This design comes from an exercise in tuning for small area and a short achievable clock period on the open sky130 flow, not from production work.
Only simulation tests tie the RTL to the original design; equivalence was not proved.

## run 1
Design fft16_pt, start of the top module:
module fft16_pt #(
  parameter int DW = 24,
  parameter int TW = 14,
  parameter int IW = 16
) (
  input  logic                 clk,
  input  logic                 rst,
  input  logic signed [IW-1:0] din_r,
  input  logic signed [IW-1:0] din_i,
  output logic signed [DW-1:0] x1_r,
  output logic signed [DW-1:0] x1_c,
  output logic signed [DW-1:0] x2_r,
  output logic signed [DW-1:0] x2_c,
  output logic signed [DW-1:0] y1_r,
  output logic signed [DW-1:0] y1_c,
  output logic signed [DW-1:0] y2_r,
  output logic signed [DW-1:0] y2_c,
  output logic signed [TW-1:0] ra1_r,
  output logic signed [TW-1:0] ra1_c,
  output logic signed [DW-1:0] z1_r,
  output logic signed [DW-1:0] z1_c,
  output logic signed [DW-1:0] z2_r,
  output logic signed [DW-1:0] z2_c
);
  localparam int SW = 21;    
  localparam int OW = 20;    
  localparam int PW = 23;    
  logic [5:0] c;
  always_ff @(posedge clk) begin
    if (rst) c <= 6'd0;
    else if (c != 6'd56) c <= c + 6'd1;
  end
  logic ld, cmp, outp;
  assign ld   = (c < 6'd16);
  assign cmp  = (c >= 6'd16) && (c < 6'd48);
  assign outp = (c >= 6'd48) && (c < 6'd56);
  logic signed [SW-1:0] tr [8], ti [8], lr [8], li [8];
  logic signed [SW-1:0] z1r_v, z1i_v, z2r_v, z2i_v;    
  logic [4:0] b;         
  assign b = 5'(c - 6'd16);
  logic [2:0] n8;        
  assign n8 = c[2:0];
  logic tx7, tx6, tx4;   
  assign tx7 = cmp && (b[4:3] == 2'd1) && !b[0];
  assign tx6 = cmp && (b[4:3] == 2'd2) && !b[1];
  assign tx4 = cmp && (b[4:3] == 2'd3) && !b[2];
  logic ins_l0, ins_t5, ins_l3;
  assign ins_t5 = ld && (n8 == 3'd1 || n8 == 3'd3);
  assign ins_l3 = ld && (n8 == 3'd4 || n8 == 3'd6);
  assign ins_l0 = ld && !(n8 == 3'd1 || n8 == 3'd3 || n8 == 3'd4 || n8 == 3'd6);
  logic signed [SW-1:0] dr, di;
  assign dr = SW'(din_r);
  assign di = SW'(din_i);
  always_ff @(posedge clk) begin
    tr[0] <= ld ? lr[7] : z1r_v;
    ti[0] <= ld ? li[7] : z1i_v;
    tr[1] <= tr[0]; ti[1] <= ti[0];
    tr[2] <= tr[1]; ti[2] <= ti[1];
    tr[3] <= tr[2]; ti[3] <= ti[2];
    tr[4] <= tx4 ? lr[7] : tr[3];
    ti[4] <= tx4 ? li[7] : ti[3];
  ...
For scale: roughly 1100 flip-flops, ~350 I/O pins, about 0.051 sq mm of cells after synthesis.
clock: 15.0 ns
lec_check: 0
cap_margin: 20
core_margin: 2
core_utilization: 60
slew_margin: 20
standard.sh (not shown) runs the stock make flow with config.mk's settings and CLKGATE_MAP_FILE= SYNTH_SCRIPT=/design/flow/synth_recipe.tcl, a recipe that flattens the netlist after the stock synthesis.
==> flow/flow/run.sh <==
#!/bin/bash
set -euo pipefail
bash standard.sh synth > synth.log 2>&1
bash standard.sh SETUP_SLACK_MARGIN=10.5 "BUFFER_PORTS_ARGS=-buffer_cell sky130_fd_sc_hd__buf_1" finish > layout.log 2>&1
What run 2 does differently from run 1 at the input level:
- CTS_BUF_LIST newly set to sky130_fd_sc_hd__clkbuf_8
- CORE_UTILIZATION changed from 60 to 65
==> flow/flow/run.sh <==
#!/bin/bash
set -euo pipefail
bash standard.sh synth > synth.log 2>&1
bash standard.sh SETUP_SLACK_MARGIN=10.8 "BUFFER_PORTS_ARGS=-buffer_cell sky130_fd_sc_hd__buf_2" finish > layout.log 2>&1
Run 2 | stages: all done | timing, DRC, antenna: all pass. Sort run 2 and run 1 by time the worst path needs with I/O delays and setup, ascending, and run 2 comes first. Compared with run 1, placement density in the core of run 2 is higher. The amount of wire on met2 after detailed routing in run 1 is 0.944 times that in run 2. The transition time at the pin with the least slew margin in run 2 sits 0.038 ns above the value recorded for run 1. Diff run 2 and run 1: global routing usage on met1 higher in run 2. Looking only at die width, and setting everything else aside, the higher value of run 2 and run 1 goes to run 1.
--- input diff run 2..run 3 ---
- CORE_UTILIZATION now 60, was 65
- CTS_CLUSTER_SIZE now 30, previously not set
- CTS_CLUSTER_DIAMETER now 100, previously not set
- CTS_BUF_LIST no longer set, was sky130_fd_sc_hd__clkbuf_8
==> flow/flow/run.sh <==
#!/bin/bash
set -euo pipefail
bash standard.sh synth > synth.log 2>&1
bash standard.sh SETUP_SLACK_MARGIN=10.5 "BUFFER_PORTS_ARGS=-buffer_cell sky130_fd_sc_hd__buf_1" finish > layout.log 2>&1
Findings:
- met3 track demand over resource in global routing for run 3 is lower than for run 2.
- Going from run 2 to run 3, die area picked up an extra 0.0067 sq mm; fraction of the cycle the final worst path needs picked up an extra 0.28 points.
- Run 3 against run 2: wire length went down.
- Run comparison: run 3 launch point of the worst path rd_s2; run 2 launch point of the worst path pqs_r[0]
- Looking at critical path's slowest cell, the or3b_4 result is from run 2; the mux2i_1 one comes from run 3.
- In run 3 the data arrival at the endpoint of the critical path turned out 0.17 ns lower than in run 2.
- Compared with run 2, run 3 shows a higher max-slew headroom at the worst pin.
- Worst hold slack in run 3 is 0.024 ns above run 2.
For run 4, these inputs were changed with respect to run 3:
- removing CTS_CLUSTER_DIAMETER (formerly 100)
- changing CORE_UTILIZATION from 60 to 65
- removing CTS_CLUSTER_SIZE (formerly 30)
- setting CTS_BUF_LIST to sky130_fd_sc_hd__clkbuf_4 sky130_fd_sc_hd__clkbuf_8 for the first time
==> flow/flow/run.sh <==
#!/bin/bash
set -euo pipefail
bash standard.sh synth > synth.log 2>&1
bash standard.sh SETUP_SLACK_MARGIN=10.8 "BUFFER_PORTS_ARGS=-buffer_cell sky130_fd_sc_hd__buf_1" finish > layout.log 2>&1
Notes after the runs:
- For run 4 and run 3, there was not a single run that failed to finish clean.
- Run 4 — combined global-route utilization of all metal layers 5.3 points higher, run 3 as reference
- Sequential share of layout area in run 4 is 3.9 points lower than in run 3
- Instance area after placement: run 4 vs run 3 — no meaningful difference
- Relative to run 3, post-route clock skew has gone up in run 4.
- Taking run 3 as 1.0, run 4 lands at 1.14 on met2 routed wirelength.
- Of the two values seen for launching instance or port of the critical path, pqci_r was produced by run 4 and rd_s2 by run 3.
- mux2i_1 as the slowest library cell on the worst path was reported by run 3, and a2111o_1 by run 4.
Inputs modified between run 4 and run 5:
- a change of CORE_UTILIZATION from 65 to 60
- a deleted CTS_BUF_LIST that had been sky130_fd_sc_hd__clkbuf_4 sky130_fd_sc_hd__clkbuf_8
==> flow/run.sh (new file) <==
#!/bin/bash
# synth_recipe.tcl (not shown) runs the flow's synth.tcl, then flattens the netlist and writes it again
# the make line also repeats each setting of config.mk as NAME=value (left out here)
make -C /OpenROAD-flow-scripts/flow DESIGN_CONFIG=/design/flow/config.mk WORK_HOME=/design/flow/orfs CLKGATE_MAP_FILE= SYNTH_SCRIPT=/design/flow/synth_recipe.tcl finish
removed: flow/flow/run.sh
removed: flow/standard.sh
Results
- Die area: run 5 vs run 4 up about 8%
- The utilization in run 5 sits 12 points below the value recorded for run 4.
- Final-layout non-clock buffer area share is lower on run 5
- Diff run 4..run 5 | synthesized area | unchanged
- Number of buffers and inverters on the critical path (higher): run 4
### run 5 -> run 6
==> flow/flow/run.sh (new file) <==
#!/bin/bash
set -euo pipefail
bash standard.sh synth > synth.log 2>&1
bash standard.sh SETUP_SLACK_MARGIN=10.5 finish > layout.log 2>&1
==> flow/standard.sh (new file) <==
#!/bin/bash
# synth_recipe.tcl (not shown) runs the flow's synth.tcl, then flattens the netlist and writes it again
# the make line also repeats each setting of config.mk as NAME=value (left out here)
make -C /OpenROAD-flow-scripts/flow DESIGN_CONFIG=/design/flow/config.mk WORK_HOME=/design/flow/orfs CLKGATE_MAP_FILE= SYNTH_SCRIPT=/design/flow/synth_recipe.tcl "${@:-finish}"
removed: flow/run.sh
==> summary.txt <==
Synthesized cell count came out exactly the same in run 6 and run 5. A first element of the critical path of rd_s2 is what run 5 shows, while pqci_r belongs to run 6. Run 6: arrival time of data at the critical path endpoint 1.52 ns below run 5. | logic depth of the worst register-to-register path | higher: run 5 |. Any difference in worst hold slack between run 5 and run 6 is small enough to ignore.

==> what the ideal ports hide <==
Ports are ideal in the flow. The routed layouts listed here were re-timed in OpenROAD.
Step 1, drivers: a clkbuf_16 drives clk and a buf_2 each remaining input, both assumed.
Step 2 adds t to the input delays and takes it off the output delays; t is the mean of the earliest and latest rising clock arrival at the registers after step 1. Input paths then give back, and output paths get back, about the clock's delay inside the block.
Three values: ideal ports, drivers, drivers and shift; two values: the first two.
run	t (ns)	slack for setup (ns)	worst register clock-pin slew, ns	worst slew at a driven data input, ns	cell pins on the clock port's net
run 1	0.751	10.413 / 10.413 / 9.894	0.07 / 0.07	0.09	1
run 2	0.881	10.424 / 10.424 / 9.833	0.07 / 0.07	0.12	1
run 3	0.720	10.382 / 10.382 / 9.814	0.12 / 0.12	0.11	1
run 4	0.901	10.460 / 10.460 / 10.018	0.08 / 0.08	0.11	1
run 5	0.766	8.868 / 8.868 / 8.520	0.07 / 0.07	0.07	1
run 6	0.752	10.394 / 10.394 / 10.084	0.07 / 0.07	0.05	1
After both steps setup and hold are still met in every run listed. The setup slack of run 2, which loses most, moves by 0.000 ns with the drivers and by -0.591 ns with both steps.
